Source: an optimization exercise on an open RTL-to-GDS flow (aim: small area). Production flows keep margins and buffers that such runs may drop. Only simulation tests tie the RTL to the original design; equivalence was not proved. No driver is modelled on the clock port, so clocking that relies on it looks cheaper here than on a real chip. No activity file was given, so power comes from the tool's default toggle rates.

## before
==> flow/design.v <==
`timescale 1ns / 1ps
module bmp_stream_deframer (
  input  logic               clk,
  input  logic               rst,
  input  logic               in_valid,
  output logic               in_ready,
  input  logic [7:0]         data_byte,
  input  logic               end_of_stream,
  output logic               out_valid,
  input  logic               out_ready,
  output logic [1:0]         result_kind,
  output logic [7:0]         pixel_byte,
  output logic               row_end,
  output logic               image_end,
  output logic signed [31:0] image_width,
  output logic signed [31:0] image_height,
  output logic [15:0]        pixel_bits,
  output logic [31:0]        pixel_data_offset,
  output logic [1:0]         error_code
);
  localparam logic [5:0] ST_FIRST = 6'd10;
  localparam logic [5:0] ST_LAST  = 6'd63;
  localparam logic [5:0] ST_ROW   = 6'd0;
  localparam logic [5:0] ST_SKIP  = 6'd8;
  localparam logic [5:0] ST_WAIT  = 6'd9;
  logic [5:0]  st, st_next;
  logic [31:0] off_q;                 
  logic [31:0] wid_q;
  logic [31:0] hgt_q;                 
  logic [15:0] bpp_q;
  logic       yield, is_hdr, is_pix, is_err;
  logic [1:0] err;
  logic       res_row_end, res_image_end;
  logic       step;
  logic       off_load_w, off_dec, hgt_dec;
  logic [3:0] ld_off, ld_wid, ld_hgt;
  logic [1:0] ld_bpp;
  logic off_hi_zero, off_lt54, off_eq54, off_eq55;
  logic w_pos, h_pos, empty;
  logic last_row_byte, last_image;
  logic enter_row;
  logic in_header;
  assign off_hi_zero   = (off_q[31:6] == 26'd0);
  assign off_lt54      = off_hi_zero && (off_q[5:0] < 6'd54);
  assign off_eq54      = off_hi_zero && (off_q[5:0] == 6'd54);
  assign off_eq55      = off_hi_zero && (off_q[5:0] == 6'd55);
  assign w_pos         = !wid_q[31] && (wid_q[30:0] != 31'd0);
  assign h_pos         = !hgt_q[31] && (hgt_q[30:0] != 31'd0);
  assign empty         = !(w_pos && h_pos);
  logic in_row, in_pad, in_skip;
  assign in_header = (st >= ST_FIRST);
  assign in_row    = (st[5:2] == 4'd0);
  assign in_pad    = (st[5:2] == 4'd1);
  assign in_skip   = (st == ST_SKIP);
  always_comb begin
    for (int k = 0; k < 4; k++) begin
      ld_off[k] = (st == 6'd20 + 6'(k));
      ld_wid[k] = (st == 6'd28 + 6'(k));
      ld_hgt[k] = (st == 6'd32 + 6'(k));
    end
    for (int k = 0; k < 2; k++) begin
      ld_bpp[k] = (st == 6'd38 + 6'(k));
    end
  end
  assign last_row_byte = (off_q == 32'd1) && (st[1:0] == 2'd2);
  assign last_image    = last_row_byte && (hgt_q == 32'd1);
  always_comb begin
    st_next       = st;
    off_load_w    = 1'b0;
    off_dec       = 1'b0;
    hgt_dec       = 1'b0;
    yield         = 1'b0;
    is_hdr        = 1'b0;
    is_pix        = 1'b0;
    err           = 2'd0;
    res_row_end   = 1'b0;
    res_image_end = 1'b0;
    enter_row     = 1'b0;
    if (in_header) begin
      if ((st == 6'd10 && data_byte != 8'h42) || (st == 6'd11 && data_byte != 8'h4D)) begin
        yield   = 1'b1;
        err     = 2'd1;
        st_next = ST_WAIT;
      end else if (st != ST_LAST) begin
        st_next = st + 6'd1;
        if (end_of_stream) begin
          yield = 1'b1;
          err   = 2'd2;
        end
      end else if (off_lt54) begin
        yield   = 1'b1;
        err     = 2'd3;
        st_next = ST_WAIT;
      end else if (end_of_stream && !empty) begin
        yield = 1'b1;
        err   = 2'd2;
      end else begin
        yield         = 1'b1;
        is_hdr        = 1'b1;
        res_image_end = empty;
        if (empty) begin
          st_next = ST_WAIT;
        end else if (off_eq54) begin
          enter_row = 1'b1;
        end else begin
          st_next = ST_SKIP;
        end
      end
    end else if (in_skip) begin
      if (end_of_stream) begin
        yield = 1'b1;
        err   = 2'd2;
      end else if (off_eq55) begin
        enter_row = 1'b1;
      end else begin
        off_dec = 1'b1;
      end
    end else if (in_row) begin
      if (end_of_stream && !last_image) begin
        yield = 1'b1;
        err   = 2'd2;
      end else begin
        yield         = 1'b1;
        is_pix        = 1'b1;
        res_row_end   = last_row_byte;
        res_image_end = last_image;
      end
      if (last_row_byte) begin
        off_load_w = 1'b1;
        hgt_dec    = 1'b1;
        if (last_image) begin
          st_next = ST_WAIT;
        end else if (wid_q[1:0] != 2'd0) begin
          st_next = {4'd1, 2'd0 - wid_q[1:0]};
        end else begin
          st_next = ST_ROW;
        end
      end else if (st[1:0] == 2'd2) begin
        st_next = ST_ROW;
        off_dec = 1'b1;
      end else begin
        st_next = st + 6'd1;
      end
    end else if (in_pad) begin
      if (end_of_stream) begin
        yield = 1'b1;
        err   = 2'd2;
      end
      st_next = (st[1:0] == 2'd3) ? ST_ROW : st + 6'd1;
    end
    if (enter_row) begin
      off_load_w = 1'b1;
      st_next    = ST_ROW;
    end
    if (end_of_stream) begin
      st_next = ST_FIRST;
    end
  end
  assign is_err    = yield && !is_hdr && !is_pix;
  assign in_ready  = out_ready;
  assign step      = in_valid && out_ready;
  assign out_valid = step && yield;
  assign result_kind       = {is_err, is_hdr};
  assign pixel_byte        = is_pix ? data_byte : 8'd0;
  assign row_end           = res_row_end;
  assign image_end         = res_image_end;
  assign error_code        = is_err ? err : 2'd0;
  assign image_width       = is_hdr ? wid_q : 32'd0;
  assign image_height      = is_hdr ? hgt_q : 32'd0;
  assign pixel_bits        = is_hdr ? bpp_q : 16'd0;
  assign pixel_data_offset = is_hdr ? off_q : 32'd0;
  always_ff @(posedge clk) begin
    if (rst) begin
      st <= ST_FIRST;
    end else if (step) begin
      st <= st_next;
    end
  end
  logic [31:0] off_d, hgt_d;
  always_comb begin
    off_d = off_q - {31'd0, step && off_dec};
    if (step && off_load_w) off_d = wid_q;
    hgt_d = hgt_q - {31'd0, step && hgt_dec};
    for (int k = 0; k < 4; k++) begin
      if (step && ld_off[k]) off_d[8*k +: 8] = data_byte;
      if (step && ld_hgt[k]) hgt_d[8*k +: 8] = data_byte;
    end
  end
  logic [31:0] off_n, hgt_n;
  assign off_q = ~off_n;
  assign hgt_q = ~hgt_n;
  always_ff @(posedge clk) begin
    off_n <= ~off_d;
    hgt_n <= ~hgt_d;
  end
  logic [31:0] wid_n;
  logic [15:0] bpp_n;
  assign wid_q = ~wid_n;
  assign bpp_q = ~bpp_n;
  always_ff @(posedge clk) begin
    for (int k = 0; k < 4; k++) begin
      if (step && ld_wid[k]) wid_n[8*k +: 8] <= ~data_byte;
    end
    for (int k = 0; k < 2; k++) begin
      if (step && ld_bpp[k]) bpp_n[8*k +: 8] <= ~data_byte;
    end
  end
endmodule
clock: 7.0 ns
lec_check: 0
cap_margin: 20
core_margin: 2
core_utilization: 55
place_density: 0.7
slew_margin: 20
standard.sh (not shown) runs the stock make flow with config.mk's settings and CLKGATE_MAP_FILE= SYNTH_SCRIPT=/design/flow/synth_recipe.tcl, a recipe that flattens the netlist after the stock synthesis.
==> flow/flow/run.sh <==
#!/bin/bash
# Layout flow: the standard synthesis, then an area-oriented re-mapping of the
# combinational logic only (every register instance is kept as synthesis made it, with
# its name and cell type), then the standard layout with buf_1 port buffers and a clock tree
# without dummy loads whose high-fanout leaf buffers are upsized.
# Each tool's full output is kept in a log file in this folder (and ORFS's own logs
# under orfs/logs).
set -euo pipefail
HERE=$(pwd)
RES=$HERE/orfs/results/$FLOW_PLATFORM/bmp_stream_deframer/base
LOGS=$HERE/orfs/logs/$FLOW_PLATFORM/bmp_stream_deframer/base

# 1. standard synthesis
bash standard.sh synth > standard_synth.log 2>&1

# 2. re-map the combinational logic for area
cp "$RES/1_2_yosys.v" "$HERE/synth_standard.v"
export REMAP_IN=$HERE/synth_standard.v
export REMAP_OUT=$HERE/synth_remap.v
export REMAP_LIB=$FLOW_HOME/platforms/$FLOW_PLATFORM/lib/sky130_fd_sc_hd__tt_025C_1v80.lib
export REMAP_ABC_DIR=$HERE/flow/abc
export REMAP_DONT_USE="$(grep -o -- '-dont_use [A-Za-z0-9_]*' "$LOGS/1_2_yosys.log" | sort -u | tr '\n' ' ')"
export REMAP_SEQ="$(grep -o 'sky130_fd_sc_hd__[a-z0-9_]*' "$REMAP_IN" | sort -u | grep -E '__(e?s?df|dl|sdl)' | tr '\n' ' ')"
yosys -c flow/remap.tcl > remap_yosys.log 2>&1
cp "$REMAP_OUT" "$RES/1_2_yosys.v"
touch "$RES/1_2_yosys.v"

# 3. standard layout from the re-mapped netlist, small port buffers
export BUFFER_PORTS_ARGS="-buffer_cell sky130_fd_sc_hd__buf_1"
# clock tree: ORFS's own arguments, plus those in flow/cts_args (no dummy loads)
export CTS_ARGS="-sink_clustering_enable -repair_clock_nets $(cat flow/cts_args)"
# after CTS, clock buffers with a large fanout are upsized (flow/post_cts.tcl)
export POST_CTS_TCL=$HERE/flow/post_cts.tcl
bash standard.sh > standard.log 2>&1
Other scripts of this flow, unchanged in this note and not shown: flow/flow/abc/s1.abc, flow/flow/abc/s2.abc, flow/flow/abc/s3.abc, flow/flow/abc/s4.abc, flow/flow/abc/s5.abc, flow/flow/abc/s6.abc, flow/flow/abc/s7.abc, flow/flow/cts_args, flow/flow/post_cts.tcl, flow/flow/remap.tcl
What after does differently from before at the input level:
-- flow/design.v --
<<< before, line 25
  localparam logic [5:0] ST_WAIT  = 6'd9;
  logic [5:0]  st, st_next;
  logic [31:0] off_q;                 
  logic [31:0] wid_q;
>>> after, line 25
  localparam logic [5:0] ST_WAIT  = 6'd9;
  logic [5:0]  st, st_next;
  logic       ib_valid;
  logic [7:0] ib_data;
  logic       ib_eos;
  logic [31:0] off_q;                 
  logic [31:0] wid_q;
<<< before, line 78
    enter_row     = 1'b0;
    if (in_header) begin
      if ((st == 6'd10 && data_byte != 8'h42) || (st == 6'd11 && data_byte != 8'h4D)) begin
        yield   = 1'b1;
        err     = 2'd1;
>>> after, line 81
    enter_row     = 1'b0;
    if (in_header) begin
      if ((st == 6'd10 && ib_data != 8'h42) || (st == 6'd11 && ib_data != 8'h4D)) begin
        yield   = 1'b1;
        err     = 2'd1;
<<< before, line 84
      end else if (st != ST_LAST) begin
        st_next = st + 6'd1;
        if (end_of_stream) begin
          yield = 1'b1;
          err   = 2'd2;
>>> after, line 87
      end else if (st != ST_LAST) begin
        st_next = st + 6'd1;
        if (ib_eos) begin
          yield = 1'b1;
          err   = 2'd2;
<<< before, line 92
        err     = 2'd3;
        st_next = ST_WAIT;
      end else if (end_of_stream && !empty) begin
        yield = 1'b1;
        err   = 2'd2;
>>> after, line 95
        err     = 2'd3;
        st_next = ST_WAIT;
      end else if (ib_eos && !empty) begin
        yield = 1'b1;
        err   = 2'd2;
<<< before, line 108
      end
    end else if (in_skip) begin
      if (end_of_stream) begin
        yield = 1'b1;
        err   = 2'd2;
>>> after, line 111
      end
    end else if (in_skip) begin
      if (ib_eos) begin
        yield = 1'b1;
        err   = 2'd2;
<<< before, line 117
      end
    end else if (in_row) begin
      if (end_of_stream && !last_image) begin
        yield = 1'b1;
        err   = 2'd2;
>>> after, line 120
      end
    end else if (in_row) begin
      if (ib_eos && !last_image) begin
        yield = 1'b1;
        err   = 2'd2;
<<< before, line 143
      end
    end else if (in_pad) begin
      if (end_of_stream) begin
        yield = 1'b1;
        err   = 2'd2;
>>> after, line 146
      end
    end else if (in_pad) begin
      if (ib_eos) begin
        yield = 1'b1;
        err   = 2'd2;
<<< before, line 153
      st_next    = ST_ROW;
    end
    if (end_of_stream) begin
      st_next = ST_FIRST;
    end
  end
  assign is_err    = yield && !is_hdr && !is_pix;
  assign in_ready  = out_ready;
  assign step      = in_valid && out_ready;
  assign out_valid = step && yield;
  assign result_kind       = {is_err, is_hdr};
  assign pixel_byte        = is_pix ? data_byte : 8'd0;
  assign row_end           = res_row_end;
  assign image_end         = res_image_end;
>>> after, line 156
      st_next    = ST_ROW;
    end
    if (ib_eos) begin
      st_next = ST_FIRST;
    end
  end
  assign is_err    = yield && !is_hdr && !is_pix;
  assign step      = ib_valid && (out_ready || !yield);
  assign in_ready  = !ib_valid || out_ready || !yield;
  assign out_valid = ib_valid && yield;
  always_ff @(posedge clk) begin
    if (rst) begin
      ib_valid <= 1'b0;
    end else if (in_ready) begin
      ib_valid <= in_valid;
    end
  end
  always_ff @(posedge clk) begin
    if (in_ready) begin
      ib_data <= data_byte;
      ib_eos  <= end_of_stream;
    end
  end
  assign result_kind       = {is_err, is_hdr};
  assign pixel_byte        = is_pix ? ib_data : 8'd0;
  assign row_end           = res_row_end;
  assign image_end         = res_image_end;
<<< before, line 183
    hgt_d = hgt_q - {31'd0, step && hgt_dec};
    for (int k = 0; k < 4; k++) begin
      if (step && ld_off[k]) off_d[8*k +: 8] = data_byte;
      if (step && ld_hgt[k]) hgt_d[8*k +: 8] = data_byte;
    end
  end
>>> after, line 199
    hgt_d = hgt_q - {31'd0, step && hgt_dec};
    for (int k = 0; k < 4; k++) begin
      if (step && ld_off[k]) off_d[8*k +: 8] = ib_data;
      if (step && ld_hgt[k]) hgt_d[8*k +: 8] = ib_data;
    end
  end
<<< before, line 200
  always_ff @(posedge clk) begin
    for (int k = 0; k < 4; k++) begin
      if (step && ld_wid[k]) wid_n[8*k +: 8] <= ~data_byte;
    end
    for (int k = 0; k < 2; k++) begin
      if (step && ld_bpp[k]) bpp_n[8*k +: 8] <= ~data_byte;
    end
  end
>>> after, line 216
  always_ff @(posedge clk) begin
    for (int k = 0; k < 4; k++) begin
      if (step && ld_wid[k]) wid_n[8*k +: 8] <= ~ib_data;
    end
    for (int k = 0; k < 2; k++) begin
      if (step && ld_bpp[k]) bpp_n[8*k +: 8] <= ~ib_data;
    end
  end
[summary]
As of after, via count of the first global-routing pass had risen slightly compared to before. Diff before -> after: final period demand of the worst path down 0.32 ns; cell count after synthesis up 24; total global-route track usage flat; power up 0.16 mW.

==> static timing again, ports no longer ideal <==
How much do the figures lean on ideal ports? The routed layouts below were timed once more, with nothing changed but the port constraints.
Step 1, drivers: a clkbuf_16 drives clk and a buf_2 each remaining input, both assumed.
Step 2 moves the port delays by t, midway between the first and last clock arrival at a register: inputs arrive t later, outputs are due t later. That takes back most of the time a late clock gives input paths.
a / b / c = ideal / step 1 / step 2; a / b = the first two.
run	shift t [ns]	setup slack, ns	slew at the worst register clock pin (ns)	worst slew at a driven data input, ns
before	0.442	1.796 / 1.766 / 1.766	0.11 / 0.11	0.03
after	0.450	2.111 / 2.081 / 2.111	0.10 / 0.10	0.03
After both steps setup and hold are still met in every run listed. For before, which loses most, drivers alone change the setup slack by -0.030 ns; drivers and shift together by -0.030 ns.
